This design comes from an exercise in tuning for small area on the open sky130 flow, not from production work.
Only simulation tests tie the RTL to the original design; equivalence was not proved.
No activity file was given, so power comes from the tool's default toggle rates.

File: design/flow/config.mk
export PLATFORM = sky130hd
export DESIGN_NAME = stdp_synapse_top
export DESIGN_NICKNAME = stdp_synapse_top
export VERILOG_FILES = /design/flow/design.v
export SDC_FILE = /design/flow/constraint.sdc
export NUM_CORES = 4
export LEC_CHECK = 0
export CAP_MARGIN = 20
export CORE_MARGIN = 2
export CORE_UTILIZATION = 40
export GPL_TIMING_DRIVEN = 0
export SLEW_MARGIN = 20
File: design/flow/constraint.sdc
create_clock -name core_clock -period 7.0 [get_ports {clock}]
set_input_delay 1.4000 -clock core_clock [delete_from_list [all_inputs] [get_ports {clock}]]
set_output_delay 1.4000 -clock core_clock [all_outputs]
set_load 0.01 [all_outputs]
File: design/flow/design.v
package stdp_pkg;
  localparam int HIST_LEN  = 16;  
  localparam int MAX_DT    = 12;  
  localparam int SYN_IDX_W = 4;   
  localparam int WEIGHT_W  = 16;
  localparam int DT_W      = $clog2(MAX_DT + 1);
  localparam logic [3:0] AGE_NONE = 4'd6;  
  typedef logic [HIST_LEN-1:0]  hist_t;     
  typedef logic [SYN_IDX_W-1:0] syn_idx_t;
  typedef logic [DT_W-1:0]      dt_t;       
  typedef logic [7:0]           prob_t;     
  typedef logic [WEIGHT_W-1:0]  weight_t;   
endpackage
`timescale 1ns/1ps
module spike_history #(
  parameter int N_SYN = 16
) (
  input  logic               clock,
  input  logic               rst,
  input  logic               shift,      
  input  logic               post_spike,
  input  logic [N_SYN-1:0]   pre_spike,
  input  stdp_pkg::syn_idx_t syn_sel,
  output logic [3:0]         post_age,
  output logic [3:0]         pre_age
);
  logic [3:0] post_q;
  logic [3:0] pre_q [N_SYN];
  function automatic logic [3:0] age_next(input logic [3:0] a, input logic s);
    if (s)
      age_next = 4'd0;
    else
      age_next = {~a[1], ~(a[0] ^ a[3]), a[2], ~a[0] & ~(a[1] & a[2])};
  endfunction
  always_ff @(posedge clock)
  begin
    if (rst)
    begin
      post_q <= stdp_pkg::AGE_NONE;
      for (int i = 0; i < N_SYN; i++)
      begin
        pre_q[i] <= stdp_pkg::AGE_NONE;
      end
    end
    else if (shift)
    begin
      post_q <= age_next(post_q, post_spike);
      for (int i = 0; i < N_SYN; i++)
      begin
        pre_q[i] <= age_next(pre_q[i], pre_spike[i]);
      end
    end
  end
  assign post_age = post_q;
  always_comb
  begin
    pre_age = '0;
    for (int i = 0; i < N_SYN; i++)
      pre_age = pre_age | (pre_q[i] & {4{syn_sel == i}});
  end
endmodule
`timescale 1ns/1ps
module spike_timing (
  input  logic       [3:0] post_age,
  input  logic       [3:0] pre_age,
  output logic             pair_any,   
  output logic             pair_ltd,   
  output stdp_pkg::dt_t    pair_dt     
);
  logic post_new;
  logic pre_new;
  logic [3:0] srch;  
  assign post_new = (post_age == 4'd0);
  assign pre_new  = (pre_age == 4'd0);
  assign pair_any = post_new | pre_new;
  assign pair_ltd = ~post_new & pre_new;
  assign srch     = post_new ? pre_age : post_age;
  always_comb
  begin
    case (srch)
      4'd0:    pair_dt = 4'd0;
      4'd13:   pair_dt = 4'd1;
      4'd14:   pair_dt = 4'd2;
      4'd2:    pair_dt = 4'd3;
      4'd5:    pair_dt = 4'd4;
      4'd10:   pair_dt = 4'd5;
      4'd1:    pair_dt = 4'd6;
      4'd8:    pair_dt = 4'd7;
      4'd9:    pair_dt = 4'd8;
      4'd12:   pair_dt = 4'd9;
      4'd11:   pair_dt = 4'd10;
      4'd4:    pair_dt = 4'd11;
      4'd15:   pair_dt = 4'd12;
      default: pair_dt = 4'd15;  
    endcase
  end
endmodule
`timescale 1ns/1ps
module plasticity_decision #(
  parameter logic [7:0] LFSR_SEED = 8'hFF  
) (
  input  logic                clock,
  input  logic                rst,
  input  logic                learn,
  input  stdp_pkg::syn_idx_t  syn_sel,
  input  logic                pair_any,
  input  logic                pair_ltd,
  input  stdp_pkg::dt_t       pair_dt,
  output logic                upd_valid,  
  output logic                upd_fire,   
  output logic                upd_up,     
  output stdp_pkg::syn_idx_t  upd_index
);
  logic [7:0]         lfsr_q;
  logic [7:0]         lfsr_n;
  stdp_pkg::prob_t    ltp_prob;
  stdp_pkg::prob_t    ltd_prob;
  stdp_pkg::prob_t    prob;
  logic               hit;
  logic               p_valid;
  logic               p_hit;
  logic               p_up;
  stdp_pkg::syn_idx_t p_index;
  assign lfsr_n = {lfsr_q[6:0], lfsr_q[0] ^ lfsr_q[2] ^ lfsr_q[3] ^ lfsr_q[5]};
  always_ff @(posedge clock)
  begin
    if (rst)
      lfsr_q <= LFSR_SEED;
    else
      lfsr_q <= lfsr_n;
  end
  always_comb
  begin
    case (pair_dt)
      4'd1:    ltp_prob = 8'd255;
      4'd2:    ltp_prob = 8'd199;
      4'd3:    ltp_prob = 8'd155;
      4'd4:    ltp_prob = 8'd120;
      4'd5:    ltp_prob = 8'd94;
      4'd6:    ltp_prob = 8'd73;
      4'd7:    ltp_prob = 8'd57;
      4'd8:    ltp_prob = 8'd44;
      4'd9:    ltp_prob = 8'd35;
      4'd10:   ltp_prob = 8'd27;
      4'd11:   ltp_prob = 8'd21;
      4'd12:   ltp_prob = 8'd16;
      default: ltp_prob = 8'd0;
    endcase
  end
  always_comb
  begin
    case (pair_dt)
      4'd1:    ltd_prob = 8'd255;
      4'd2:    ltd_prob = 8'd225;
      4'd3:    ltd_prob = 8'd199;
      4'd4:    ltd_prob = 8'd175;
      4'd5:    ltd_prob = 8'd155;
      4'd6:    ltd_prob = 8'd136;
      4'd7:    ltd_prob = 8'd120;
      4'd8:    ltd_prob = 8'd106;
      4'd9:    ltd_prob = 8'd94;
      4'd10:   ltd_prob = 8'd83;
      4'd11:   ltd_prob = 8'd73;
      4'd12:   ltd_prob = 8'd64;
      default: ltd_prob = 8'd0;
    endcase
  end
  assign prob = pair_ltd ? ltd_prob : ltp_prob;
  logic gt;
  always_comb
  begin
    gt = 1'b0;
    for (int k = 0; k < 8; k++)
    begin
      gt = (prob[k] & ~lfsr_n[k]) | (~(prob[k] ^ lfsr_n[k]) & gt);
    end
  end
  assign hit  = learn & pair_any & gt;
  always_ff @(posedge clock)
  begin
    if (rst)
    begin
      p_valid   <= 1'b0;
      p_hit     <= 1'b0;
      upd_valid <= 1'b0;
      upd_fire  <= 1'b0;
    end
    else
    begin
      p_valid   <= learn;
      p_hit     <= hit;
      upd_valid <= p_valid;
      upd_fire  <= p_hit;
    end
  end
  always_ff @(posedge clock)
  begin
    p_up      <= ~pair_ltd;
    p_index   <= syn_sel;
    upd_up    <= p_up;
    upd_index <= p_index;
  end
endmodule
`timescale 1ns/1ps
module weight_store #(
  parameter int          N_SYN       = 16,
  parameter logic [15:0] INIT_WEIGHT = 16'd2
) (
  input  logic               clock,
  input  logic               rst,
  input  logic               upd_fire,
  input  logic               upd_up,
  input  stdp_pkg::syn_idx_t upd_index,
  input  stdp_pkg::syn_idx_t rd_sel,
  output stdp_pkg::weight_t  rd_weight
);
  stdp_pkg::weight_t mem [N_SYN];
  stdp_pkg::weight_t cur;    
  stdp_pkg::weight_t wdata;  
  logic              sat;    
  logic [N_SYN-1:0]  we;
  logic [N_SYN-1:0] upd_oh;  
  logic [N_SYN-1:0] rd_oh;   
  always_comb
  begin
    cur       = '0;
    rd_weight = '0;
    for (int i = 0; i < N_SYN; i++)
    begin
      upd_oh[i] = (upd_index == i);
      rd_oh[i]  = (rd_sel == i);
      cur       = cur | (mem[i] & {16{upd_oh[i]}});
      rd_weight = rd_weight | (mem[i] & {16{rd_oh[i]}});
    end
  end
  logic [16:0] carry;
  always_comb
  begin
    carry[0] = 1'b1;
    for (int k = 0; k < 16; k++)
    begin
      carry[k+1] = carry[k] & ~(cur[k] ^ upd_up);
    end
  end
  assign sat   = carry[16];  
  assign wdata = rst ? INIT_WEIGHT : (cur ^ carry[15:0]);
  always_comb
  begin
    for (int i = 0; i < N_SYN; i++)
    begin
      we[i] = rst | (upd_fire & ~sat & upd_oh[i]);
    end
  end
  always_ff @(posedge clock)
  begin
    for (int i = 0; i < N_SYN; i++)
    begin
      if (we[i])
        mem[i] <= wdata;
    end
  end
endmodule
`timescale 1ns/1ps
module stdp_synapse_top #(
  parameter int          N_SYN       = 16,     
  parameter logic [15:0] INIT_WEIGHT = 16'd2,
  parameter logic [7:0]  LFSR_SEED   = 8'hFF
) (
  input  logic               clock,
  input  logic               rst,
  input  logic               shift,
  input  logic               post_spike,
  input  logic               learn,
  input  logic [N_SYN-1:0]   pre_spike,
  input  stdp_pkg::syn_idx_t syn_sel,
  input  stdp_pkg::syn_idx_t rd_sel,
  output stdp_pkg::weight_t  rd_weight,
  output logic               upd_valid,
  output logic               upd_fire,
  output logic               upd_up
);
  logic [3:0]         post_age;
  logic [3:0]         pre_age;
  logic               pair_any;
  logic               pair_ltd;
  stdp_pkg::dt_t      pair_dt;
  stdp_pkg::syn_idx_t upd_index;
  spike_history #(
    .N_SYN (N_SYN)
  ) hist0 (
    .clock      (clock),
    .rst        (rst),
    .shift      (shift),
    .post_spike (post_spike),
    .pre_spike  (pre_spike),
    .syn_sel    (syn_sel),
    .post_age   (post_age),
    .pre_age    (pre_age)
  );
  spike_timing timing0 (
    .post_age (post_age),
    .pre_age  (pre_age),
    .pair_any (pair_any),
    .pair_ltd (pair_ltd),
    .pair_dt  (pair_dt)
  );
  plasticity_decision #(
    .LFSR_SEED (LFSR_SEED)
  ) decide0 (
    .clock     (clock),
    .rst       (rst),
    .learn     (learn),
    .syn_sel   (syn_sel),
    .pair_any  (pair_any),
    .pair_ltd  (pair_ltd),
    .pair_dt   (pair_dt),
    .upd_valid (upd_valid),
    .upd_fire  (upd_fire),
    .upd_up    (upd_up),
    .upd_index (upd_index)
  );
  weight_store #(
    .N_SYN       (N_SYN),
    .INIT_WEIGHT (INIT_WEIGHT)
  ) store0 (
    .clock     (clock),
    .rst       (rst),
    .upd_fire  (upd_fire),
    .upd_up    (upd_up),
    .upd_index (upd_index),
    .rd_sel    (rd_sel),
    .rd_weight (rd_weight)
  );
endmodule
File: design/flow/flow/run.sh
#!/bin/bash
# Layout: the standard flow (standard.sh), with these changes passed to
# ORFS through its own variables:
#  - synthesis: the standard flow's script, but ABC maps the logic with area.abc
#  - clock tree: no dummy loads, and leaf clusters sized for this design
#  - port buffers: the smallest buffer cell instead of the resizer's pick
#  - synthesis buffers removed at floorplan (placement is not timing driven)
# Each tool's output stays in ORFS's own logs (orfs/logs/...); the make output
# of the whole run goes to standard.log.
set -euo pipefail
HERE="$(cd "$(dirname "${BASH_SOURCE[0]}")" && pwd)"
source "$HERE/knobs.sh"
export CTS_ARGS
export BUFFER_PORTS_ARGS
export REMOVE_ABC_BUFFERS=1
export OWN_ABC_SCRIPT="$HERE/area.abc"
export FLOW_SYNTH_TCL="$PWD/synth_recipe.tcl"
sed "s|SYNTH_SCRIPT=[^ ]*|SYNTH_SCRIPT=$HERE/synth.tcl|" standard.sh > standard_own.sh
grep -q "SYNTH_SCRIPT=$HERE/synth.tcl" standard_own.sh
bash standard_own.sh > standard.log 2>&1
File: design/flow/flow/area.abc
strash
balance
rewrite
refactor
balance
rewrite
rewrite -z
balance
refactor -z
rewrite -z
balance
balance
rewrite
refactor
balance
rewrite
rewrite -z
balance
refactor -z
rewrite -z
balance
&get -n
&st
&dch -f
&nf -a -p -R 1000
&put
File: design/flow/flow/knobs.sh
CTS_ARGS="-sink_clustering_enable -repair_clock_nets -dont_use_dummy_load -buf_list sky130_fd_sc_hd__clkbuf_16 -sink_clustering_size 25 -sink_clustering_max_diameter 100"
BUFFER_PORTS_ARGS="-buffer_cell sky130_fd_sc_hd__buf_1"
File: design/flow/flow/synth.tcl
# The standard flow's synthesis (synth_recipe.tcl, sourced below) with one change: the ABC
# script that maps the logic is area.abc instead of ORFS's speed script.
# Flip-flops are mapped before ABC runs, so the registers are the same.
proc abc {args} {
  set i [lsearch -exact $args -script]
  if { $i >= 0 && [regexp {abc_(speed|area)\.script$} [lindex $args [expr {$i + 1}]]] } {
    lset args [expr {$i + 1}] $::env(OWN_ABC_SCRIPT)
  }
  yosys abc {*}$args
}
source $::env(FLOW_SYNTH_TCL)
File: design/flow/standard.sh
#!/bin/bash
# synth_recipe.tcl (not shown) runs the flow's synth.tcl, then flattens the netlist and writes it again
# the make line also repeats each setting of config.mk as NAME=value (left out here)
make -C /OpenROAD-flow-scripts/flow DESIGN_CONFIG=/design/flow/config.mk WORK_HOME=/design/flow/orfs CLKGATE_MAP_FILE= SYNTH_SCRIPT=/design/flow/synth_recipe.tcl "${@:-finish}"
==> results of run 1 <==
## final cells by class
class,count,area (µm²)
clock buffer,17,425.4
fill,3257,19850
inverter,27,102.6
multi-input combinational,781,5463
sequential,345,9470
tap,468,585.6
timing repair buffer,87,630.6
## flip-flops by register name, summed over array words and instances (netlist names)
signal / cells
decide0.p_index: 4
hist0.post_q: 4
decide0.p_hit: 1
decide0.upd_fire: 1
store0.mem: 256
decide0.upd_index: 4
decide0.lfsr_q: 7
decide0.upd_valid: 1
decide0.p_up: 1
decide0.p_valid: 1
decide0.upd_up: 1
hist0.pre_q: 64
## final timing paths
path | slack [ns] | from | end | depth (start not counted)
setup / recovery | 0.56 | decide0.upd_index[3] | store0.mem[5][1] | 20
hold reg to reg | 0.33 | decide0.p_up | decide0.upd_up | 0
setup reg to reg | 0.56 | decide0.upd_index[3] | store0.mem[5][1] | 20
hold / removal | 0.33 | decide0.p_up | decide0.upd_up | 0
## power groups by stage
stage	Sequential [mW]	Combinational, mW	Clock (mW)
6_report	2.56	0.540	1.04
5_1_grt	2.58	0.586	1.13
4_1_cts	2.56	0.527	1.06
3_5_place_dp	2.60	0.525	0
3_3_place_gp	2.60	0.497	0
2_1_floorplan	2.56	0.330	0
## what timing repair did
| item | in CTS | in global routing |
|---|---|---|
| buffers inserted | 0 | 0 |
| hold endpoints to repair | 0 | 0 |
| gates resized for setup | 0 | 12 |
| hold buffers | 0 | 0 |
| setup endpoints to repair | 0 | 170 |
## worst register-to-register path, stage by stage, from the launching register on
cell and delay, ns:
dfxtp_1 0.52, nand2b_1 0.28, nor3_2 0.69, buf_6 0.26, a222oi_1 0.09, nand3_1 0.27, o21a_1 0.17, mux2i_1 0.10
nor2_1 0.22, nand2_1 0.19, nor4_2 0.49, nand2_1 0.18, or2_0 0.30, nor2_1 0.19, nand2_1 0.20, nor4_1 0.54
nand2_1 0.18, o21ai_0 0.20, clkinv_1 0.34, a21o_1 0.56, buf_16 0.29
## cell usage in the layout, fill, tap and decap left out, drive strengths merged, types with 23 or more instances in the layout
cell / instances
nand2: 106
a222oi: 101
edfxtp: 256
clkinv: 27
nor2: 86
a22oi: 78
nand3: 25
xnor2: 36
a221o: 23
nand4: 27
nor3: 27
dfxtp: 89
a21oi: 61
buf: 87
## logic make-up after synthesis
kind of cell             Yosys count
AO/OA/AOI/OAI                    385
XOR/XNOR                          45
adder cells (fa/ha/maj)           16
buffers and inverters             27
flip-flops                       345
multiplexers                       1
AND/OR/NAND/NOR                  334
## per-layer routing
metal  up-vias  wire length (µm)  share of wire  global-route usage
met1      5523             18230           0.38              0.3234
met2       849             20740           0.44              0.3658
met4         0              2029          0.043              0.1072
met3       151              6475           0.14             0.07050
met5         -                 0              0                   0
li1       5039                 -              -                   -
==> impl_metrics.csv, run 1 <==
group,metric,value,unit
outcome,status,"timing/DRC/antenna clean",
logic_synthesis,synth_top_family_by_area,"compound AO/OA/AOI/OAI gates",
logic_synthesis,synth_area_leaders,"edfxtp_1 (52%), dfxtp_1 (12%), a222oi_1 (6.8%)",
pwr,combPwrFrac,0.130,
logic_synthesis,async_reset_ff_frac,0,
logic_synthesis,synthSimpleGateAreaFrac,0.1060,
drt,wl_per_cell,27.52,µm
sta,fin_crit_sh,0.9201,
flow_run,cap_violations,0,
sta,setup_viol,0,
drt,drtIter0Drc,2261,
logic_synthesis,yosysMostFrequentCell,"edfxtp_1",
drt,wirelength,47470,µm
clock_network,cts_made_buffers,17,
floorplan,die-area,38550,µm²
pwr,clkPwrFrac,0.252,
global_routing,overflow,0,
drt,vias,11562,
logic_synthesis,syn_area,14800,µm²
cells_and_area,nNetsFinal,1304,
logic_synthesis,synthMuxAreaShare,0.0006765,
clock_network,cts_tree,"yes",
place,portBuffers,47,
clock_network,htreeDepth,1,
logic_synthesis,netlist_instances,1153,
sta,finalSetupTns,0,ns
sta,worstMarginPinSlew,0.9677,ns
logic_synthesis,synth_top_cell_area_share,0.5195,
critical_path,cp_slowest_stage_delay,0.69,ns
cells_and_area,design_area,16680,µm²
drt,drc,0,
pwr,ir_worst_vdd,0.1739,mV
sta,holdWs,0.3307,ns
drt,first_pass_iters,7,
place,globalplace.congestion,0.8530,
cells_and_area,final_core_util,0.4566,
clock_network,clock_sinks,345,
sta,finalWorstSetupSlack,0.5590,ns
clock_network,path_clk_slew,0.09,ns
critical_path,cp.required,7.29,ns
drt,vias_per_cell,6.703,
sta,layout_min_cycle_time,6.441,ns
global_routing,grt_pass1_vias,10989,
logic_synthesis,synth_edf_count,256,
place,dp_cells,1708,
pwr,powerDensity,248.5,nW/µm²
global_routing,antenna_found_initial,0,
pwr,swShare,0.2638,
logic_synthesis,synth_top_cells_by_count,"edfxtp_1 (256), nand2_1 (106), a222oi_1 (101), dfxtp_1 (89), nor2_1 (86)",
clock_network,worstSkewPairLatency,0.53,ns
cells_and_area,drive_above_1_share,0.09069,
floorplan,start_util,0.4051,
logic_synthesis,synth_xor_area_frac,0.02664,
critical_path,critPathMaxFanout,16,
sta,skew,0.05175,ns
drt,postRouteAntennaNets,0,
sta,rsz0062_at_grt,"false",
logic_synthesis,ys_types,42,
floorplan,die_x,196.3,µm
critical_path,critPathCaptureType,"flip-flop",
sta,maxSlewHeadroom,0.3548,
critical_path,crit_chain,"nand2b_1 -> nor3_2 -> buf_6 -> a222oi_1 -> nand3_1 -> o21a_1 -> mux2i_1 -> nor2_1 -> nand2_1 -> nor4_2 -> nand2_1 -> or2_0 -> nor2_1 -> nand2_1 -> nor4_1 -> nand2_1 -> o21ai_0 -> clkinv_1 -> a21o_1 -> buf_16",
logic_synthesis,syn_area_per_cell,12.83,µm²
cells_and_area,diodes,0,
floorplan,die_y,196.3,µm
pwr,power.total,4.145,mW
clock_network,cts_buffer_depth,3,
critical_path,path_class,"reg -> reg",
logic_synthesis,ys_ff_latch,345,
logic_synthesis,synth_warnings,6,
logic_synthesis,synth_compound_area_frac,0.2063,
critical_path,cp_top_family,"simple AND/OR/NAND/NOR gates",
critical_path,slowest_stage,"nor3_2",
global_routing,grt_first_pass_wirelength,69060,µm
sta,max_freq,155.3,MHz
cells_and_area,final_cell_count_no_fill,1725,
place,dp_hpwl,29680,µm
sta,hold_violations,0,
critical_path,arrival,6.73,ns
pwr,switching_power,1.093,mW
global_routing,grt_max_degree,44,
place,place_area,16210,µm²
logic_synthesis,synth_ff_type,"edfxtp_1",
floorplan,num_rows,70,
floorplan,ios,48,
clock_network,clockRootBuffer,"clkbuf_16",
critical_path,cpMostUsedCell,"nand2_1",
pwr,power.share.sequential,0.618,
logic_synthesis,yosys.area.top_type,"edfxtp_1",
critical_path,cp-start-kind,"flip-flop",
pwr,intPower,3.051,mW
critical_path,crit_buf_inv,3,
worst_hold_path,hold_path_class,"reg -> reg",
sta,slew_viol_final,0,
logic_synthesis,ys_seq_area_frac,0.6399,
pwr,p_leak,5.530,nW
global_routing,grt_usage,0.2418,
logic_synthesis,synthAdderAreaFrac,0.01353,
place,place_ws,-0.3563,ns
cells_and_area,area_growth,12.71,%
floorplan,core_area,36520,µm²
==> inputs of run 2 (changes only) <==
--- a/design/flow/config.mk
+++ b/design/flow/config.mk
@@ -7,3 +7,3 @@
 export LEC_CHECK = 0
-export CAP_MARGIN = 20
+export CAP_MARGIN = 0
 export CORE_MARGIN = 2
@@ -11,2 +11,2 @@
 export GPL_TIMING_DRIVEN = 0
-export SLEW_MARGIN = 20
+export SLEW_MARGIN = 0
==> impl_metrics.csv, run 2 <==
group,metric,value,unit
clock_network,cts_buffer_depth,3,
worst_hold_path,hold_path_class,"reg -> reg",
sta,rsz0062_at_grt,"true",
logic_synthesis,ys_types,42,
sta,fin_crit_sh,0.9650,
logic_synthesis,ys_seq_area_frac,0.6399,
clock_network,cts_hold_buf,0,
place,place_area,16310,µm²
drt,drc,0,
global_routing,grt_pass1_vias,11091,
logic_synthesis,syn_area_per_cell,12.83,µm²
drt,postRouteAntennaNets,0,
clock_network,cts_tree,"yes",
logic_synthesis,syn_area,14800,µm²
sta,slew_viol_final,0,
global_routing,antenna_found_initial,0,
floorplan,die_x,196.3,µm
logic_synthesis,synth_edf_count,256,
logic_synthesis,netlist_instances,1153,
global_routing,grt_max_degree,65,
sta,finalSetupTns,0,ns
pwr,ir_worst_vdd,0.1424,mV
logic_synthesis,async_reset_ff_frac,0,
cells_and_area,nFillCells,3244,
sta,hold_violations,0,
sta,layout_min_cycle_time,6.755,ns
critical_path,path_class,"reg -> reg",
drt,vias_per_cell,6.791,
cells_and_area,final_core_util,0.4600,
critical_path,arrival,6.81,ns
sta,maxSlewHeadroom,0.1938,
outcome,status,"timing/DRC/antenna clean",
cells_and_area,diodes,0,
logic_synthesis,synth_area_leaders,"edfxtp_1 (52%), dfxtp_1 (12%), a222oi_1 (6.8%)",
place,portBuffers,47,
cells_and_area,largest_register_ff_count,256,
logic_synthesis,yosys.area.top_type,"edfxtp_1",
sta,setup_viol,0,
logic_synthesis,synth_top_cell_area_share,0.5195,
drt,wirelength,47820,µm
logic_synthesis,synth_top_cells_by_count,"edfxtp_1 (256), nand2_1 (106), a222oi_1 (101), dfxtp_1 (89), nor2_1 (86)",
floorplan,die_y,196.3,µm
place,dp_hpwl,30790,µm
pwr,p_leak,5.601,nW
cells_and_area,layout_common_cells,"edfxtp_1 (256), nand2_1 (106), a222oi_1 (101)",
clock_network,path_clk_slew,0.09,ns
logic_synthesis,synth_ff_type,"edfxtp_1",
logic_synthesis,ys_ff_latch,345,
cells_and_area,area_growth,13.55,%
sta,skew,0.04734,ns
floorplan,num_rows,70,
cells_and_area,top_register,"store0.mem",
global_routing,grt_first_pass_wirelength,69500,µm
logic_synthesis,yosysMostFrequentCell,"edfxtp_1",
critical_path,cp-start-kind,"flip-flop",
critical_path,r2r_slack,0.24,ns
global_routing,overflow,0,
global_routing,grt_usage,0.2421,
flow_run,cap_violations,0,
critical_path,cp.required,7.05,ns
clock_network,clock_sinks,345,
cells_and_area,nNetsFinal,1313,
cells_and_area,design_area,16800,µm²
floorplan,core_area,36520,µm²
pwr,powerDensity,247.1,nW/µm²
critical_path,critPathCaptureType,"flip-flop",
floorplan,start_util,0.4051,
drt,vias,11775,
place,globalplace.congestion,0.8530,
floorplan,die-area,38550,µm²
cells_and_area,drive_above_1_share,0.09558,
floorplan,ios,48,
logic_synthesis,synth_warnings,6,
clock_network,cts_made_buffers,17,
drt,first_pass_iters,11,
cells_and_area,largestRegisters,"store0.mem (256), hist0.pre_q (64), decide0.lfsr_q (7)",
sta,worstMarginPinSlew,1.209,ns
critical_path,critPathMaxFanout,16,
drt,wl_per_cell,27.58,µm
clock_network,htreeDepth,1,
sta,max_freq,148.0,MHz
clock_network,worstSkewPairLatency,0.53,ns
drt,drtIter0Drc,2592,
cells_and_area,final_common_cell,"edfxtp_1",
clock_network,clockRootBuffer,"clkbuf_16",
[run 2: cell counts after synthesis]
Identical to the previous run, type by type.
[run 2: worst paths after layout]
| check | cells after the start | to | start |
|---|---|---|---|
| worst max-delay path | 20 | store0.mem[8][0] | decide0.upd_index[3] |
| worst min register to register | 0 | decide0.upd_index[2] | decide0.p_index[2] |
| worst max register to register | 20 | store0.mem[8][0] | decide0.upd_index[3] |
| worst min-delay path | 0 | decide0.upd_index[2] | decide0.p_index[2] |
[run 2: kinds of logic (layout without fill, tap and decap cells)]
kind of cell	Yosys count	count (layout)	share of synthesized area
AOI/OAI and AO/OA	385	385	0.2063
xor gates and xnor gates	45	45	0.02664
adders and majority gates	16	16	0.01353
buffers and inverters	27	140	0.006850
DFF	345	345	0.6399
muxes	1	1	0.0006765
and+or+nand+nor	334	334	0.1060
[run 2: area by class of cell]
cell class | instances | area, µm² | share of cell area
multi-input combinational | 781 | 5409 | 0.3219
clock buffer | 17 | 425.4 | 0.02532
inverter | 27 | 102.6 | 0.006107
sequential | 345 | 9469 | 0.5636
tap | 468 | 585.6 | 0.03485
timing repair buffer | 96 | 809.5 | 0.04818
[run 2: stage by stage]
step                      setup slack, ns  hold WS (ns)  total power [mW]  instances
after floorplan                     1.072        0.3096             2.887       1153
after global routing              -0.1278        0.3426             4.305       1734
after CTS                          0.1998        0.3361             4.151       1734
after detailed placement          -0.2999        0.3144             3.129       1717
after global placement             -2.197        0.3115             3.100       1668
final                              0.2448        0.3342             4.152       1734
[run 2: metal layers]
metal  vias up  GRT usage  routed length, µm
met2       904     0.3743              21120
li1       5054          -                  -
met4         0    0.09119               1987
met1      5666     0.3268              17910
met3       151    0.06417               6806
met5         -   0.007663                  0
[run 2: timing repair]
item	in CTS	in global routing
endpoints found under the setup margin	0	257
resized for setup	0	18
buffers inserted	0	0
[run 2: power breakdown]
part / internal [mW] / total (mW) / switching (mW)
combinational: 0.183 / 0.542 / 0.359
clock: 0.438 / 1.05 / 0.609
sequential: 2.43 / 2.56 / 0.128
[run 2: worst max-delay path: stages (launching register included)]
cell and delay, ns:
dfxtp_1 0.55, nand2b_1 0.35, nor2_2 0.18, buf_8 0.21
a22o_1 0.25, a221oi_1 0.26, nand3_1 0.14, nor2_1 0.24
mux2i_1 0.15, nor2_1 0.21, nand2_1 0.18, nor4_1 0.65
nand2_1 0.23, or2_0 0.32, nor2_1 0.19, nand2_1 0.21
nor4_1 0.51, nand2_1 0.18, o21ai_0 0.20, clkinv_1 0.36
a21o_1 0.74
==> inputs of run 3 (changes only) <==
--- a/design/flow/flow/run.sh
+++ b/design/flow/flow/run.sh
@@ -6,3 +6,2 @@
 #  - port buffers: the smallest buffer cell instead of the resizer's pick
-#  - synthesis buffers removed at floorplan (placement is not timing driven)
 # Each tool's output stays in ORFS's own logs (orfs/logs/...); the make output
@@ -14,3 +13,2 @@
 export BUFFER_PORTS_ARGS
-export REMOVE_ABC_BUFFERS=1
 export OWN_ABC_SCRIPT="$HERE/area.abc"
--- a/design/flow/config.mk
+++ b/design/flow/config.mk
@@ -10,3 +10,2 @@
 export CORE_UTILIZATION = 40
-export GPL_TIMING_DRIVEN = 0
 export SLEW_MARGIN = 0
==> impl_metrics.csv, run 3 <==
group,metric,value,unit
worst_hold_path,hold_depth,0,
pwr,powerDensity,252.8,nW/µm²
clock_network,clockRootBuffer,"clkbuf_16",
critical_path,slowest_stage,"a21o_1",
cells_and_area,top_register,"store0.mem",
drt,postRouteAntennaNets,0,
place,globalplace.congestion,0.8942,
sta,rsz0062_at_grt,"false",
clock_network,clock_sinks,345,
sta,hold_violations,0,
sta,slew_viol_final,0,
floorplan,die-area,38550,µm²
sta,setup_viol,0,
cells_and_area,final_cell_count_no_fill,1737,
cells_and_area,design_area,16480,µm²
logic_synthesis,synth_warnings,6,
drt,wl_per_cell,28.69,µm
clock_network,cts_hold_buf,0,
logic_synthesis,synth_ff_type,"edfxtp_1",
floorplan,start_util,0.4051,
logic_synthesis,synth_top_cells_by_count,"edfxtp_1 (256), nand2_1 (106), a222oi_1 (101), dfxtp_1 (89), nor2_1 (86)",
logic_synthesis,synth_edf_count,256,
drt,vias_per_cell,6.770,
clock_network,htreeDepth,1,
floorplan,ios,48,
floorplan,num_rows,70,
critical_path,crit_chain,"nand2b_1 -> nor2_1 -> buf_4 -> a222oi_1 -> nand3_1 -> nor2_1 -> mux2i_1 -> nor2_1 -> nand2_1 -> nor4_1 -> nand2_1 -> or2_0 -> nor2_1 -> nand2_1 -> nor4_1 -> nand2_1 -> o21ai_0 -> clkinv_1 -> a21o_1",
logic_synthesis,synth_top_cell_area_share,0.5195,
drt,vias,11759,
place,place_area,16050,µm²
global_routing,overflow,0,
drt,wirelength,49840,µm
cells_and_area,area_growth,11.35,%
critical_path,worstReg2RegStart,"decide0.upd_index[1]",
global_routing,grt_usage,0.2524,
logic_synthesis,synth_area_leaders,"edfxtp_1 (52%), dfxtp_1 (12%), a222oi_1 (6.8%)",
global_routing,antenna_found_initial,0,
cells_and_area,layout_common_cells,"edfxtp_1 (256), nand2_1 (106), a222oi_1 (101)",
drt,drtIter0Drc,2501,
sta,maxSlewHeadroom,0.08050,
clock_network,cts_setup_buffers,0,
cells_and_area,drive_above_1_share,0.07013,
logic_synthesis,yosysMostFrequentCell,"edfxtp_1",
logic_synthesis,syn_area_per_cell,12.83,µm²
place,portBuffers,47,
sta,finalSetupTns,0,ns
pwr,switching_power,1.113,mW
logic_synthesis,ys_types,42,
cells_and_area,nNetsFinal,1316,
pwr,swShare,0.2672,
pwr,clkPwrFrac,0.252,
critical_path,crit_buf_inv,2,
logic_synthesis,syn-num-nets,1198,
logic_synthesis,async_reset_ff_frac,0,
cells_and_area,largestRegisters,"store0.mem (256), hist0.pre_q (64), decide0.lfsr_q (7)",
sta,max_freq,162.5,MHz
pwr,ir_worst_vdd,0.1726,mV
drt,first_pass_iters,10,
cells_and_area,largest_register_ff_count,256,
cells_and_area,diodes,0,
clock_network,path_clk_slew,0.09,ns
critical_path,cp_top_family,"simple AND/OR/NAND/NOR gates",
critical_path,arrival,6.21,ns
worst_hold_path,hold_path_class,"reg -> reg",
global_routing,grt_first_pass_wirelength,71860,µm
place,dp_cells,1720,
critical_path,critical_path.startpoint,"decide0.upd_index[1]",
critical_path,critPathMaxFanout,16,
floorplan,die_x,196.3,µm
critical_path,reg2reg_to,"store0.mem[8][0]",
clock_network,post_cts_resized,0,
floorplan,die_y,196.3,µm
worst_hold_path,min_to,"decide0.upd_up",
floorplan,core_area,36520,µm²
drt,drc,0,
sta,skew,0.05886,ns
worst_hold_path,hp-start,"decide0.p_up",
critical_path,cp-start-kind,"flip-flop",
clock_network,worstSkewPairLatency,0.54,ns
clock_network,cts_buffer_depth,3,
logic_synthesis,ys_ff_latch,345,
sta,worstMarginPinSlew,1.372,ns
critical_path,path_class,"reg -> reg",
cells_and_area,final_core_util,0.4511,
pwr,p_leak,5.551,nW
critical_path,critPathCaptureType,"flip-flop",
critical_path,r2r_slack,0.85,ns
pwr,combPwrFrac,0.131,
place,dp_hpwl,29670,µm
sta,fin_crit_sh,0.8793,
global_routing,grt_pass1_vias,10991,
logic_synthesis,syn_area,14800,µm²
critical_path,cp_slowest_stage_delay,0.74,ns
logic_synthesis,netlist_instances,1153,
clock_network,cts_tree,"yes",
critical_path,cp.required,7.06,ns
sta,layout_min_cycle_time,6.155,ns
critical_path,rr_worst_depth,19,
global_routing,grt_max_degree,72,
clock_network,cts_made_buffers,17,
cells_and_area,final_common_cell,"edfxtp_1",
outcome,status,"timing/DRC/antenna clean",
logic_synthesis,yosys.area.top_type,"edfxtp_1",
pwr,power.share.sequential,0.617,
logic_synthesis,ys_seq_area_frac,0.6399,
pwr,intPower,3.052,mW
flow_run,cap_violations,0,
cells_and_area,nFillCells,3300,
==> run 3: cell counts after synthesis <==
No cell type changed its count.
==> run 3: per-stage QoR <==
stage                     setup WS, ns  power [mW]  hold WS [ns]
final                           0.8451       4.165        0.3333
after global routing            0.4672       4.323        0.3403
after CTS                       0.9954       4.169        0.3366
after detailed placement        0.6446       3.142        0.3143
after global placement          0.7572       3.140        0.3129
after floorplan                  1.072       2.887        0.3096
==> run 3: cells by family (layout without fill, tap and decap cells) <==
logic type,Yosys count,count (layout),share of synthesized area
AOI/OAI and AO/OA,385,385,0.2063
DFF,345,345,0.6399
and+or+nand+nor,334,334,0.1060
xor gates and xnor gates,45,45,0.02664
buffers and inverters,27,143,0.006850
adders and majority gates,16,16,0.01353
muxes,1,1,0.0006765
==> run 3: cell type report <==
cell class / count / area (µm²) / area share
sequential: 345 / 9469 / 0.5747
multi-input combinational: 781 / 5311 / 0.3224
tap: 468 / 585.6 / 0.03554
timing repair buffer: 99 / 583.1 / 0.03539
clock buffer: 17 / 425.4 / 0.02582
inverter: 27 / 101.3 / 0.006151
==> run 3: how the worst max path moves through the flow <==
stage | end | slack (ns) | cells after the start
2_1_floorplan | decide0.p_hit | 1.07 | 23
3_3_place_gp | decide0.p_hit | 0.76 | 28
3_5_place_dp | decide0.p_hit | 0.64 | 28
4_1_cts | store0.mem[8][4] | 1.0 | 19
5_1_grt | store0.mem[3][5] | 0.47 | 19
6_report | store0.mem[8][0] | 0.85 | 19
==> run 3: power by group through the flow <==
| stage | sequential [mW] | combinational [mW] | clock [mW] |
|---|---|---|---|
| 2_1_floorplan | 2.56 | 0.330 | 0 |
| 3_3_place_gp | 2.61 | 0.533 | 0 |
| 3_5_place_dp | 2.61 | 0.535 | 0 |
| 4_1_cts | 2.56 | 0.537 | 1.07 |
| 5_1_grt | 2.58 | 0.591 | 1.15 |
| 6_report | 2.57 | 0.545 | 1.05 |
==> run 3: layer usage <==
| metal | part of all wire | GRT usage |
|---|---|---|
| met3 | 0.13 | 0.06314 |
| met1 | 0.39 | 0.3494 |
| met5 | 0 | 0.006386 |
| met2 | 0.44 | 0.3789 |
| met4 | 0.046 | 0.1035 |
==> inputs of run 4 (changes only) <==
--- a/design/flow/flow/area.abc
+++ b/design/flow/flow/area.abc
@@ -26 +26,6 @@
 &put
+&get -n
+&st
+&dch -f
+&nf -a -p -R 1000
+&put
--- a/design/flow/config.mk
+++ b/design/flow/config.mk
@@ -7,5 +7,6 @@
 export LEC_CHECK = 0
-export CAP_MARGIN = 0
+export CAP_MARGIN = 20
 export CORE_MARGIN = 2
 export CORE_UTILIZATION = 40
-export SLEW_MARGIN = 0
+export GPL_TIMING_DRIVEN = 0
+export SLEW_MARGIN = 20
==> impl_metrics.csv, run 4 <==
group,metric,value,unit
critical_path,path_class,"reg -> reg",
pwr,swShare,0.2649,
cells_and_area,largest_register_ff_count,256,
logic_synthesis,ys_types,41,
critical_path,cpMostUsedCell,"nand2_1",
logic_synthesis,synth_top_cells_by_count,"edfxtp_1 (256), a222oi_1 (123), nand2_1 (98), nor2_1 (92), dfxtp_1 (89)",
global_routing,top_usage_layer,"met2",
clock_network,path_clk_slew,0.09,ns
sta,worstMarginPinSlew,0.9563,ns
global_routing,met2_usage,0.3843,
logic_synthesis,synthAdderAreaFrac,0.01361,
critical_path,cp.required,7.15,ns
pwr,powerDensity,250.0,nW/µm²
logic_synthesis,synth_top_cell_area_share,0.5227,
critical_path,cp_slowest_stage_delay,0.53,ns
logic_synthesis,synth_xor_area_frac,0.02799,
place,place_ws,-0.2981,ns
floorplan,ios,48,
critical_path,critical_path.startpoint,"decide0.upd_index[1]",
logic_synthesis,ys_seq_area_frac,0.6439,
worst_hold_path,hold_depth,0,
critical_path,arrival,6.76,ns
drt,postRouteAntennaNets,0,
drt,drc,0,
cells_and_area,top_register,"store0.mem",
critical_path,r2r_slack,0.39,ns
floorplan,die_y,195.7,µm
critical_path,critPathMaxFanout,16,
pwr,power.share.sequential,0.619,
pwr,combPwrFrac,0.128,
worst_hold_path,hp-start,"decide0.p_index[1]",
logic_synthesis,synth_top_family_by_area,"compound AO/OA/AOI/OAI gates",
pwr,p_leak,5.558,nW
logic_synthesis,syn-num-nets,1181,
logic_synthesis,async_reset_ff_frac,0,
global_routing,grt_pass1_vias,11150,
sta,rsz0062_at_grt,"false",
floorplan,num_rows,70,
global_routing,overflow,0,
clock_network,htreeDepth,1,
pwr,switching_power,1.098,mW
sta,hold_violations,0,
drt,wl_per_cell,28.03,µm
global_routing,antenna_found_initial,0,
clock_network,worstSkewPairLatency,0.54,ns
cells_and_area,final_common_cell,"edfxtp_1",
global_routing,grt_max_degree,54,
sta,layout_min_cycle_time,6.608,ns
sta,finalWorstSetupSlack,0.3923,ns
floorplan,start_util,0.4036,
global_routing,use_met1,0.3360,
floorplan,core_area,36430,µm²
critical_path,slowest_stage,"a21o_2",
logic_synthesis,synth_edf_count,256,
sta,slew_viol_final,0,
drt,wirelength,47990,µm
critical_path,rr_worst_depth,25,
cells_and_area,drive_above_1_share,0.09486,
cells_and_area,diodes,0,
logic_synthesis,netlist_instances,1136,
clock_network,clock_sinks,345,
cells_and_area,layout_common_cells,"edfxtp_1 (256), a222oi_1 (123), nand2_1 (98)",
logic_synthesis,synthSimpleGateAreaFrac,0.1001,
place,dp_hpwl,29800,µm
clock_network,cts_hold_buf,0,
global_routing,grt_first_pass_wirelength,70640,µm
sta,maxSlewHeadroom,0.3618,
worst_hold_path,min_to,"decide0.upd_index[1]",
drt,vias_per_cell,6.787,
sta,setup_viol,0,
critical_path,cp-start-kind,"flip-flop",
global_routing,globalRouteMet3Util,0.05501,
cells_and_area,nNetsFinal,1291,
place,portBuffers,47,
clock_network,cts_buffer_depth,3,
logic_synthesis,ys_ff_latch,345,
pwr,clkPwrFrac,0.253,
place,globalplace.congestion,0.8845,
flow_run,cap_violations,0,
outcome,status,"timing/DRC/antenna clean",
logic_synthesis,yosysMostFrequentCell,"edfxtp_1",
floorplan,die_x,195.7,µm
cells_and_area,final_core_util,0.4551,
logic_synthesis,synth_compound_area_frac,0.2084,
sta,fin_crit_sh,0.9440,
cells_and_area,area_growth,12.74,%
clock_network,cts_made_buffers,17,
worst_hold_path,hold_path_class,"reg -> reg",
floorplan,die-area,38320,µm²
sta,max_freq,151.3,MHz
clock_network,clockRootBuffer,"clkbuf_16",
drt,drtIter0Drc,2391,
cells_and_area,largestRegisters,"store0.mem (256), hist0.pre_q (64), decide0.lfsr_q (7)",
logic_synthesis,synth_ff_type,"edfxtp_1",
sta,skew,0.04964,ns
pwr,intPower,3.047,mW
drt,first_pass_iters,10,
logic_synthesis,syn_area_per_cell,12.95,µm²
logic_synthesis,synth_area_leaders,"edfxtp_1 (52%), dfxtp_1 (12%), a222oi_1 (8.4%)",
global_routing,grt_usage,0.2466,
logic_synthesis,yosys.area.top_type,"edfxtp_1",
logic_synthesis,syn_area,14710,µm²
clock_network,cts_tree,"yes",
pwr,ir_worst_vdd,0.1446,mV
sta,finalSetupTns,0,ns
logic_synthesis,synthMuxAreaShare,0,
critical_path,reg2reg_to,"store0.mem[4][12]",
critical_path,critPathCaptureType,"flip-flop",
drt,vias,11619,
logic_synthesis,synth_warnings,6,
critical_path,worstReg2RegStart,"decide0.upd_index[1]",
run 4: metal layers:
| layer | up-vias | share of wire |
|---|---|---|
| met5 | - | 0 |
| met4 | 0 | 0.048 |
| met3 | 162 | 0.14 |
| met2 | 926 | 0.44 |
| met1 | 5538 | 0.37 |
| li1 | 4993 | - |
run 4: metrics by stage:
stage          hold slack [ns]  area, µm²  power (mW)  cells
2_1_floorplan           0.3096      14710       2.882   1136
3_3_place_gp            0.3105      15470       3.094   1651
3_5_place_dp            0.3121      16110       3.124   1694
4_1_cts                 0.3347      16530       4.149   1711
5_1_grt                 0.3354      16580       4.288   1712
6_report                0.3304      16580       4.145   1712
run 4: area by class of cell:
class	instances	area, µm²
Tap cell	468	585.6
Fill cell	3258	19850
Clock buffer	17	425.4
Timing Repair Buffer	91	644.4
Multi-Input combinational cell	767	5364
Inverter	24	91.34
Sequential cell	345	9470
run 4: how the worst max path moves through the flow:
stage,endpoint,depth (start not counted)
after floorplan,decide0.p_hit,25
after global placement,store0.mem[15][15],22
after detailed placement,decide0.p_hit,26
after CTS,store0.mem[1][10],25
after global routing,store0.mem[15][12],25
final,store0.mem[4][12],25
run 4: what timing repair did:
action,4_1_cts,5_1_grt
resized for setup,2,12
endpoints found under the hold margin,0,0
setup buffers,0,0
endpoints found under the setup margin,11,257
run 4: kinds of logic after synthesis:
logic type | count (synthesis)
and+or+nand+nor | 319
AOI/OAI and AO/OA | 385
DFF | 345
xor gates and xnor gates | 47
adders and majority gates | 16
buffers and inverters | 24
run 4: power groups by stage:
stage	sequential, mW	clock (mW)	combinational [mW]
finish	2.57	1.05	0.532
global route	2.58	1.13	0.580
CTS	2.56	1.07	0.520
detailed placement	2.61	0	0.518
global placement	2.61	0	0.488
floorplan	2.56	0	0.325
run 4: worst max-delay path: cells and delay by family, from the launching register on:
kind,cells,cell delay (ns)
simple gates,17,3.42
compound gates,5,1.70
buf+inv,3,0.60
flops,1,0.51
==> inputs of run 5 (changes only) <==
--- a/design/flow/flow/area.abc
+++ b/design/flow/flow/area.abc
@@ -26,6 +26 @@
 &put
-&get -n
-&st
-&dch -f
-&nf -a -p -R 1000
-&put
--- a/design/flow/config.mk
+++ b/design/flow/config.mk
@@ -10,3 +10,2 @@
 export CORE_UTILIZATION = 40
-export GPL_TIMING_DRIVEN = 0
 export SLEW_MARGIN = 20
==> impl_metrics.csv, run 5 <==
group,metric,value,unit
global_routing,grt_max_degree,72,
logic_synthesis,netlist_instances,1153,
clock_network,cts_made_buffers,17,
cells_and_area,top_register,"store0.mem",
sta,maxSlewHeadroom,0.1489,
sta,worstMarginPinSlew,1.277,ns
logic_synthesis,synth_ff_type,"edfxtp_1",
drt,postRouteAntennaNets,0,
sta,skew,0.05867,ns
pwr,clkPwrFrac,0.252,
critical_path,critPathCaptureType,"flip-flop",
cells_and_area,largest_register_ff_count,256,
pwr,intPower,3.052,mW
logic_synthesis,async_reset_ff_frac,0,
sta,setup_viol,0,
cells_and_area,drive_above_1_share,0.07092,
pwr,combPwrFrac,0.131,
floorplan,die-area,38550,µm²
sta,finalSetupTns,0,ns
logic_synthesis,yosysMostFrequentCell,"edfxtp_1",
logic_synthesis,synth_edf_count,256,
logic_synthesis,ys_types,42,
critical_path,cp-start-kind,"flip-flop",
cells_and_area,nNetsFinal,1316,
logic_synthesis,yosys.area.top_type,"edfxtp_1",
cells_and_area,diodes,0,
sta,hold_violations,0,
logic_synthesis,synth_top_cells_by_count,"edfxtp_1 (256), nand2_1 (106), a222oi_1 (101), dfxtp_1 (89), nor2_1 (86)",
clock_network,cts_hold_buf,0,
logic_synthesis,ys_ff_latch,345,
logic_synthesis,synth_area_leaders,"edfxtp_1 (52%), dfxtp_1 (12%), a222oi_1 (6.8%)",
logic_synthesis,synth_warnings,6,
logic_synthesis,syn-num-nets,1198,
critical_path,critPathMaxFanout,16,
pwr,power.share.sequential,0.616,
sta,rsz0062_at_grt,"false",
floorplan,die_x,196.3,µm
outcome,status,"timing/DRC/antenna clean",
logic_synthesis,syn_area,14800,µm²
floorplan,ios,48,
clock_network,clock_sinks,345,
sta,slew_viol_final,0,
critical_path,arrival,6.34,ns
global_routing,grt_usage,0.2528,
drt,drtIter0Drc,2664,
clock_network,cts_buffer_depth,3,
sta,fin_crit_sh,0.8978,
cells_and_area,final_common_cell,"edfxtp_1",
place,globalplace.congestion,0.8942,
global_routing,grt_first_pass_wirelength,72080,µm
drt,first_pass_iters,10,
sta,max_freq,159.1,MHz
critical_path,cp.required,7.05,ns
place,place_area,16060,µm²
clock_network,worstSkewPairLatency,0.54,ns
global_routing,grt_pass1_vias,11101,
floorplan,die_y,196.3,µm
cells_and_area,layout_common_cells,"edfxtp_1 (256), nand2_1 (106), a222oi_1 (101)",
global_routing,overflow,0,
clock_network,path_clk_slew,0.10,ns
worst_hold_path,hold_path_class,"reg -> reg",
place,portBuffers,47,
pwr,swShare,0.2676,
drt,wirelength,49880,µm
logic_synthesis,syn_area_per_cell,12.83,µm²
clock_network,clockRootBuffer,"clkbuf_16",
drt,vias,11781,
cells_and_area,nFillCells,3264,
pwr,switching_power,1.115,mW
drt,vias_per_cell,6.782,
drt,wl_per_cell,28.71,µm
cells_and_area,design_area,16490,µm²
floorplan,core_area,36520,µm²
flow_run,cap_violations,0,
pwr,p_leak,5.553,nW
floorplan,start_util,0.4051,
place,dp_hpwl,29560,µm
cells_and_area,largestRegisters,"store0.mem (256), hist0.pre_q (64), decide0.lfsr_q (7)",
clock_network,post_cts_resized,0,
critical_path,critical_path.startpoint,"decide0.upd_index[1]",
floorplan,num_rows,70,
clock_network,cts_setup_buffers,0,
pwr,ir_worst_vdd,0.1631,mV
cells_and_area,final_core_util,0.4514,
clock_network,htreeDepth,1,
global_routing,antenna_found_initial,0,
logic_synthesis,ys_seq_area_frac,0.6399,
clock_network,cts_tree,"yes",
critical_path,worstReg2RegStart,"decide0.upd_index[1]",
logic_synthesis,synth_top_cell_area_share,0.5195,
worst_hold_path,hp-start,"decide0.p_up",
cells_and_area,area_growth,11.42,%
critical_path,path_class,"reg -> reg",
drt,drc,0,
sta,layout_min_cycle_time,6.285,ns
pwr,powerDensity,252.8,nW/µm²
## run 5: changes by cell type in the layout (fill, tap and decap cells not counted), moves of 8 or more
| cell | before | now |
|---|---|---|
| buf_4 | 13 | 51 |
| a222oi_1 | 123 | 101 |
| a22o_1 | 4 | 22 |
| buf_6 | 18 | 0 |
| a21o_2 | 16 | 0 |
| a21o_1 | 2 | 16 |
| nor2_4 | 12 | 0 |
| nand3_1 | 35 | 25 |
| nand4_1 | 17 | 27 |
| nor2_1 | 74 | 83 |
| nand2_1 | 98 | 106 |
## run 5: layout make-up
cell class	count	area, µm²	share of cell area
inverters	27	101.3	0.006148
repair buffers	99	583.1	0.03537
well taps	468	585.6	0.03552
flip-flops and latches	345	9469	0.5744
multi-input cells	781	5321	0.3228
clock buffers	17	425.4	0.02580
## run 5: path summary, 6_finish.rpt
path,endpoint,slack (ns),depth (start not counted)
min reg2reg,decide0.upd_up,0.34,0
max reg2reg,store0.mem[8][0],0.72,19
min,decide0.upd_up,0.34,0
max,store0.mem[8][0],0.72,19
## run 5: metal layers
| metal | share of wire | GRT usage | routed length, µm | up-vias |
|---|---|---|---|---|
| met5 | 0 | 0 | 0 | - |
| met4 | 0.043 | 0.09540 | 2167 | 0 |
| met3 | 0.13 | 0.05031 | 6619 | 173 |
| met2 | 0.44 | 0.3986 | 22190 | 909 |
| met1 | 0.38 | 0.3463 | 18900 | 5656 |
| li1 | - | - | - | 5043 |
## run 5: worst max-delay path, cell delays in order, from the launching register on
cell and delay, ns:
dfxtp_1 0.55, nand2b_1 0.28, nor2_1 0.09, buf_4 0.17
a222oi_1 0.38, nand3_1 0.18, nor2_1 0.27, mux2i_1 0.16
nor2_1 0.22, nand2_1 0.16, nor4_1 0.44, nand2_1 0.19
or2_0 0.32, nor2_1 0.19, nand2_1 0.16, nor4_1 0.56
nand2_1 0.17, o21ai_0 0.21, clkinv_1 0.36, a21o_1 0.77
## run 5: cell families after synthesis
logic type                 after synthesis  share of synthesized area
adders and majority gates               16                    0.01353
xor gates and xnor gates                45                    0.02664
AOI/OAI and AO/OA                      385                     0.2063
buffers and inverters                   27                   0.006850
DFF                                    345                     0.6399
muxes                                    1                  0.0006765
and+or+nand+nor                        334                     0.1060
## run 5: through the flow
step	setup slack, ns	cells	power [mW]	hold WS [ns]
after global placement	0.7572	1720	3.140	0.3129
after global routing	0.4122	1737	4.320	0.3426
after floorplan	1.072	1153	2.887	0.3096
final	0.7153	1737	4.168	0.3354
after CTS	0.9592	1737	4.174	0.3382
after detailed placement	0.6791	1720	3.143	0.3167
## run 5: power groups by stage
stage / Clock, mW / Sequential [mW] / Combinational (mW)
after floorplan: 0 / 2.56 / 0.330
after global placement: 0 / 2.61 / 0.533
after detailed placement: 0 / 2.61 / 0.537
after CTS: 1.08 / 2.56 / 0.537
after global routing: 1.15 / 2.58 / 0.591
final: 1.05 / 2.57 / 0.547
==> inputs of run 6 (changes only) <==
--- a/design/flow/flow/area.abc
+++ b/design/flow/flow/area.abc
@@ -26 +26,6 @@
 &put
+&get -n
+&st
+&dch -f
+&nf -a -p -R 1000
+&put
==> impl_metrics.csv, run 6 <==
group,metric,value,unit
clock_network,post_cts_resized,0,
pwr,ir_worst_vdd,0.1983,mV
critical_path,critPathCaptureType,"flip-flop",
clock_network,cts_setup_buffers,0,
cells_and_area,largest_register_ff_count,256,
place,dp_cells,1705,
logic_synthesis,synth_top_cells_by_count,"edfxtp_1 (256), a222oi_1 (123), nand2_1 (98), nor2_1 (92), dfxtp_1 (89)",
global_routing,grt_pass1_vias,11167,
sta,max_freq,154.8,MHz
floorplan,num_rows,70,
sta,skew,0.05334,ns
drt,postRouteAntennaNets,0,
logic_synthesis,syn_area_per_cell,12.95,µm²
floorplan,die_y,195.7,µm
logic_synthesis,async_reset_ff_frac,0,
cells_and_area,nNetsFinal,1301,
floorplan,ios,48,
sta,maxSlewHeadroom,0.1849,
floorplan,die-area,38320,µm²
logic_synthesis,syn-num-nets,1181,
logic_synthesis,synth_warnings,6,
place,globalplace.congestion,0.9070,
global_routing,grt_usage,0.2534,
sta,hold_violations,0,
logic_synthesis,ys_seq_area_frac,0.6439,
drt,wirelength,49930,µm
clock_network,clockRootBuffer,"clkbuf_16",
clock_network,path_clk_slew,0.10,ns
clock_network,cts_tree,"yes",
clock_network,cts_hold_buf,0,
logic_synthesis,synth_top_cell_area_share,0.5227,
cells_and_area,nFillCells,3287,
pwr,powerDensity,252.5,nW/µm²
clock_network,cts_made_buffers,17,
cells_and_area,largestRegisters,"store0.mem (256), hist0.pre_q (64), decide0.lfsr_q (7)",
cells_and_area,final_common_cell,"edfxtp_1",
flow_run,cap_violations,0,
global_routing,grt_first_pass_wirelength,71890,µm
clock_network,htreeDepth,1,
drt,wl_per_cell,28.99,µm
critical_path,cp-start-kind,"flip-flop",
cells_and_area,top_register,"store0.mem",
cells_and_area,diodes,0,
clock_network,cts_buffer_depth,3,
logic_synthesis,ys_ff_latch,345,
global_routing,antenna_found_initial,1,
sta,worstMarginPinSlew,1.223,ns
drt,first_pass_iters,8,
critical_path,path_class,"reg -> reg",
floorplan,die_x,195.7,µm
clock_network,worstSkewPairLatency,0.54,ns
logic_synthesis,synth_ff_type,"edfxtp_1",
cells_and_area,area_growth,11.71,%
sta,setup_viol,0,
sta,fin_crit_sh,0.9227,
cells_and_area,final_core_util,0.4509,
sta,rsz0062_at_grt,"false",
logic_synthesis,synth_area_leaders,"edfxtp_1 (52%), dfxtp_1 (12%), a222oi_1 (8.4%)",
outcome,status,"timing/DRC/antenna clean",
drt,drtIter0Drc,2547,
clock_network,clock_sinks,345,
drt,drc,0,
drt,vias_per_cell,6.837,
logic_synthesis,synth_edf_count,256,
cells_and_area,final_cell_count_no_fill,1722,
pwr,p_leak,5.591,nW
critical_path,arrival,6.51,ns
logic_synthesis,yosysMostFrequentCell,"edfxtp_1",
floorplan,core_area,36430,µm²
logic_synthesis,syn_area,14710,µm²
sta,slew_viol_final,0,
drt,vias,11774,
cells_and_area,layout_common_cells,"edfxtp_1 (256), a222oi_1 (123), nand2_1 (98)",
cells_and_area,drive_above_1_share,0.07018,
logic_synthesis,netlist_instances,1136,
place,portBuffers,47,
worst_hold_path,hold_path_class,"reg -> reg",
global_routing,grt_max_degree,86,
logic_synthesis,yosys.area.top_type,"edfxtp_1",
sta,finalSetupTns,0,ns
global_routing,overflow,0,
floorplan,start_util,0.4036,
place,dp_hpwl,29800,µm
critical_path,cp.required,7.05,ns
logic_synthesis,ys_types,41,
critical_path,critPathMaxFanout,16,
sta,layout_min_cycle_time,6.459,ns
==> run 6: power breakdown <==
part	switching [mW]	internal (mW)	leakage [nW]	total (mW)
clock network	0.607	0.438	0.209	1.04
logic	0.365	0.176	2.04	0.541
registers	0.129	2.43	3.34	2.56
total	1.10	3.05	5.59	4.15
==> run 6: cell families (layout without fill, tap and decap cells) <==
group,Yosys count,in the layout,share of synthesized area
DFF,345,345,0.6439
xor gates and xnor gates,47,47,0.02799
and+or+nand+nor,319,319,0.1001
AOI/OAI and AO/OA,385,385,0.2084
adders and majority gates,16,16,0.01361
buffers and inverters,24,142,0.006126
==> run 6: worst max-delay path, cell delays in order, from the launching register on <==
cell and delay (ns):
dfxtp_1 0.58, nand2b_1 0.25, nor3_2 0.14, a222oi_1 0.39, nand2_1 0.09, a221oi_1 0.27, nand4_1 0.25, nor3_1 0.23
a21oi_1 0.10, nor2_1 0.23, nand2_1 0.14, or2_0 0.29, nor2_1 0.19, nand2_1 0.17, nor2_1 0.20, nand2_1 0.11
or2_0 0.27, nor2_1 0.21, nand2_1 0.14, nor2_1 0.20, nand2_1 0.14, o31ai_1 0.27, clkinv_1 0.38, a21o_1 0.75
==> run 6: stage by stage <==
stage                     total power, mW  instance area, µm²  hold WS, ns  setup WS [ns]
after floorplan                     2.882               14710       0.3096          1.073
after global placement              3.121               16000       0.3137         0.4595
after detailed placement            3.129               16000       0.3191         0.3330
after CTS                           4.156               16430       0.3418         0.6860
after global routing                4.295               16430       0.3440         0.1194
final                               4.148               16430       0.3324         0.5411
==> run 6: layout make-up <==
class                      count  area [µm²]  area share
multi-input combinational    767        5223      0.3179
clock buffer                  17       425.4     0.02589
inverter                      24       90.09    0.005484
timing repair buffer         101       635.6     0.03869
tap                          468       585.6     0.03564
sequential                   345        9469      0.5764
==> run 6: final timing paths <==
kind                              from           endpoint  slack (ns)  depth (start not counted)
setup reg to reg  decide0.upd_index[1]  store0.mem[4][10]        0.54                         23
hold reg to reg           decide0.p_up     decide0.upd_up        0.33                          0
hold / removal            decide0.p_up     decide0.upd_up        0.33                          0
setup / recovery  decide0.upd_index[1]  store0.mem[4][10]        0.54                         23
==> run 6: layer usage <==
metal	GRT usage	vias to the layer above	routed length [µm]
li1	-	5002	-
met1	0.3240	5649	18090
met2	0.3984	927	22480
met3	0.07100	194	6752
met4	0.1235	2	2587
met5	0	-	13
==> inputs of run 7 (changes only) <==
--- a/design/flow/flow/area.abc
+++ b/design/flow/flow/area.abc
@@ -26,6 +26 @@
 &put
-&get -n
-&st
-&dch -f
-&nf -a -p -R 1000
-&put
==> design/flow/flow/knobs.sh (replaced) <==
CTS_ARGS="-sink_clustering_enable -repair_clock_nets -dont_use_dummy_load -buf_list sky130_fd_sc_hd__clkbuf_16 -sink_clustering_size 30 -sink_clustering_max_diameter 80"
BUFFER_PORTS_ARGS="-buffer_cell sky130_fd_sc_hd__buf_1"
--- a/design/flow/config.mk
+++ b/design/flow/config.mk
@@ -9,3 +9,3 @@
 export CORE_MARGIN = 2
-export CORE_UTILIZATION = 40
+export CORE_UTILIZATION = 60
 export SLEW_MARGIN = 20
==> impl_metrics.csv, run 7 <==
group,metric,value,unit
clock_network,path_clk_slew,0.10,ns
sta,max_freq,156.0,MHz
critical_path,critPathCaptureType,"flip-flop",
place,dp_hpwl,27920,µm
cells_and_area,largestRegisters,"store0.mem (256), hist0.pre_q (64), decide0.lfsr_q (7)",
cells_and_area,drive_above_1_share,0.07143,
clock_network,clock_sinks,345,
sta,finalSetupTns,0,ns
floorplan,core_area,24250,µm²
global_routing,overflow,0,
place,portBuffers,47,
pwr,powerDensity,251.5,nW/µm²
drt,wirelength,46230,µm
outcome,status,"timing/DRC/antenna clean",
cells_and_area,largest_register_ff_count,256,
global_routing,antenna_found_initial,0,
global_routing,grt_first_pass_wirelength,68160,µm
logic_synthesis,synth_top_cells_by_count,"edfxtp_1 (256), nand2_1 (106), a222oi_1 (101), dfxtp_1 (89), nor2_1 (86)",
cells_and_area,seqCellArea,9469,µm²
clock_network,cts_tree,"yes",
clock_network,cts_buffer_depth,3,
floorplan,die_x,161.0,µm
drt,wl_per_cell,28.93,µm
drt,first_pass_iters,9,
logic_synthesis,ys_seq_area_frac,0.6399,
cells_and_area,area_growth,10.11,%
sta,maxSlewHeadroom,0.1579,
sta,fin_crit_sh,0.9160,
worst_hold_path,hold_depth,0,
logic_synthesis,ys_ff_latch,345,
logic_synthesis,ys_types,42,
logic_synthesis,yosysMostFrequentCell,"edfxtp_1",
logic_synthesis,syn_area,14800,µm²
cells_and_area,diodes,0,
drt,drtIter0Drc,2608,
cells_and_area,final_common_cell,"edfxtp_1",
floorplan,ios,48,
clock_network,cts_hold_buf,0,
clock_network,clockRootBuffer,"clkbuf_16",
drt,vias,11853,
place,globalplace.congestion,0.9226,
logic_synthesis,synth_area_leaders,"edfxtp_1 (52%), dfxtp_1 (12%), a222oi_1 (6.8%)",
clock_network,htreeDepth,1,
logic_synthesis,synth_edf_count,256,
critical_path,path_class,"reg -> reg",
logic_synthesis,netlist_instances,1153,
sta,worstMarginPinSlew,1.263,ns
cells_and_area,nFillCells,1809,
critical_path,arrival,6.45,ns
floorplan,start_util,0.6102,
global_routing,grt_usage,0.3520,
logic_synthesis,syn_area_per_cell,12.83,µm²
clock_network,worstSkewPairLatency,0.53,ns
floorplan,die_y,161.0,µm
worst_hold_path,hold_path_class,"reg -> reg",
pwr,ir_worst_vdd,0.1457,mV
clock_network,post_cts_resized,0,
critical_path,cp.required,7.04,ns
clock_network,cts_setup_buffers,0,
floorplan,die-area,25930,µm²
logic_synthesis,async_reset_ff_frac,0,
logic_synthesis,yosys.area.top_type,"edfxtp_1",
sta,setup_viol,0,
drt,drc,0,
pwr,p_leak,5.564,nW
global_routing,grt_max_degree,80,
critical_path,cp-start-kind,"flip-flop",
drt,postRouteAntennaNets,0,
critical_path,rr_worst_depth,19,
sta,layout_min_cycle_time,6.412,ns
logic_synthesis,synth_ff_type,"edfxtp_1",
cells_and_area,layout_common_cells,"edfxtp_1 (256), nand2_1 (106), a222oi_1 (101)",
logic_synthesis,synth_warnings,6,
logic_synthesis,synth_top_cell_area_share,0.5195,
sta,hold_violations,0,
sta,skew,0.04779,ns
clock_network,cts_made_buffers,16,
critical_path,critPathMaxFanout,16,
floorplan,num_rows,57,
cells_and_area,nNetsFinal,1321,
sta,rsz0062_at_grt,"false",
global_routing,grt_pass1_vias,11150,
logic_synthesis,syn-num-nets,1198,
cells_and_area,multi_input_area,5301,µm²
cells_and_area,top_register,"store0.mem",
pwr,power.total,4.097,mW
drt,vias_per_cell,7.417,
sta,slew_viol_final,0,
flow_run,cap_violations,0,
==> run 7: cell count changes in the layout (fill, tap and decap cells not counted), moves of 5 or more <==
cell,change
a21oi_1,-7
nor2_1,-5
nor3_1,+7
a22o_1,+18
nand3_1,-10
buf_4,+8
nand4_1,+10
a222oi_1,-22
nand2_1,+8
a22oi_1,+6
==> run 7: worst paths after layout <==
check        slack [ns]              endpoint                 start
max                0.59     store0.mem[4][10]  decide0.upd_index[2]
min reg2reg        0.32  decide0.upd_index[0]    decide0.p_index[0]
min                0.32  decide0.upd_index[0]    decide0.p_index[0]
max reg2reg        0.59     store0.mem[4][10]  decide0.upd_index[2]
==> run 7: kinds of logic (layout without fill, tap and decap cells) <==
group           Yosys count  count (layout)  share of synthesized area
compound gates          385             385                     0.2063
flops                   345             345                     0.6399
simple gates            334             334                     0.1060
xor+xnor                 45              45                    0.02664
buf+inv                  27             148                   0.006850
fa+ha+maj                16              16                    0.01353
mux                       1               1                  0.0006765
==> run 7: metrics by stage <==
stage	instance area, µm²	hold slack, ns	utilization	std cells	setup WS, ns
2_1_floorplan	14800	0.3096	-	1153	1.072
3_3_place_gp	15890	0.3154	0.6553	1582	0.5579
3_5_place_dp	15890	0.3135	0.6554	1582	0.3965
4_1_cts	16290	0.3212	0.6719	1598	0.7434
5_1_grt	16290	0.3208	0.6719	1598	0.1324
6_report	16290	0.3203	0.6719	1598	0.5882
==> run 7: layout make-up <==
type,count,share of cell area
Sequential cell,345,0.5812
Tap cell,324,0.02488
Inverter,27,0.006220
Clock buffer,16,0.02457
Multi-Input combinational cell,781,0.3254
Timing Repair Buffer,105,0.03778
==> run 7: worst max-delay path, stage by stage, from the launching register on <==
cell      delay, ns
dfxtp_1        0.51
nand2b_1       0.18
nor2_1         0.66
a22o_1         0.28
a221oi_1       0.06
nand3_1        0.15
o21a_1         0.14
mux2i_1        0.11
nor2_1         0.20
nand2_1        0.20
nor4_1         0.57
nand2_1        0.16
or2_0          0.32
nor2_1         0.20
nand2_1        0.18
nor4_1         0.47
nand2_1        0.15
o21ai_0        0.23
clkinv_1       0.40
a21o_1         0.77
==> run 7: per-layer routing <==
metal / track usage / wire length [µm] / vias up
li1: - / - / 5052
met1: 0.4847 / 16880 / 5602
met2: 0.5404 / 20350 / 998
met3: 0.08372 / 6620 / 201
met4: 0.1546 / 2369 / 0
met5: 0 / 0 / -
==> run 7: where the power goes <==
group	internal (mW)	switching, mW	leakage, nW
registers	2.43	0.127	3.34
clock network	0.414	0.586	0.197
logic	0.179	0.357	2.03
total	3.03	1.07	5.56

==> port drivers added, routing unchanged <==
In the flow no input, the clock included, has a driving cell. The finished layouts below were timed again as built, in two steps.
Step 1: set_driving_cell puts a clkbuf_16 on clock and a buf_2 on each other input, an assumption about the parent block.
Step 2 adds t to the input delays and takes it off the output delays; t is the mean of the earliest and latest rising clock arrival at the registers after step 1. Input paths then give back, and output paths get back, about the clock's delay inside the block.
Slacks: ideal ports / drivers / drivers and shift; pairs: ideal ports / drivers.
run | t, ns | setup slack, ns | worst setup path after step 2 | pins driven straight from the clock port
run 1 | 0.553 | 0.559 / 0.559 / 0.036 | input to register | 1
run 2 | 0.555 | 0.245 / 0.245 / 0.207 | input to register | 1
run 3 | 0.562 | 0.845 / 0.845 / 0.544 | input to register | 1
run 4 | 0.562 | 0.392 / 0.392 / 0.176 | input to register | 1
run 5 | 0.565 | 0.715 / 0.715 / 0.637 | input to register | 1
run 6 | 0.560 | 0.541 / 0.541 / 0.232 | input to register | 1
run 7 | 0.551 | 0.588 / 0.588 / 0.328 | input to register | 1
After both steps every run listed still meets setup and hold. For run 1, which loses most, drivers alone change the setup slack by 0.000 ns; drivers and shift together by -0.523 ns.
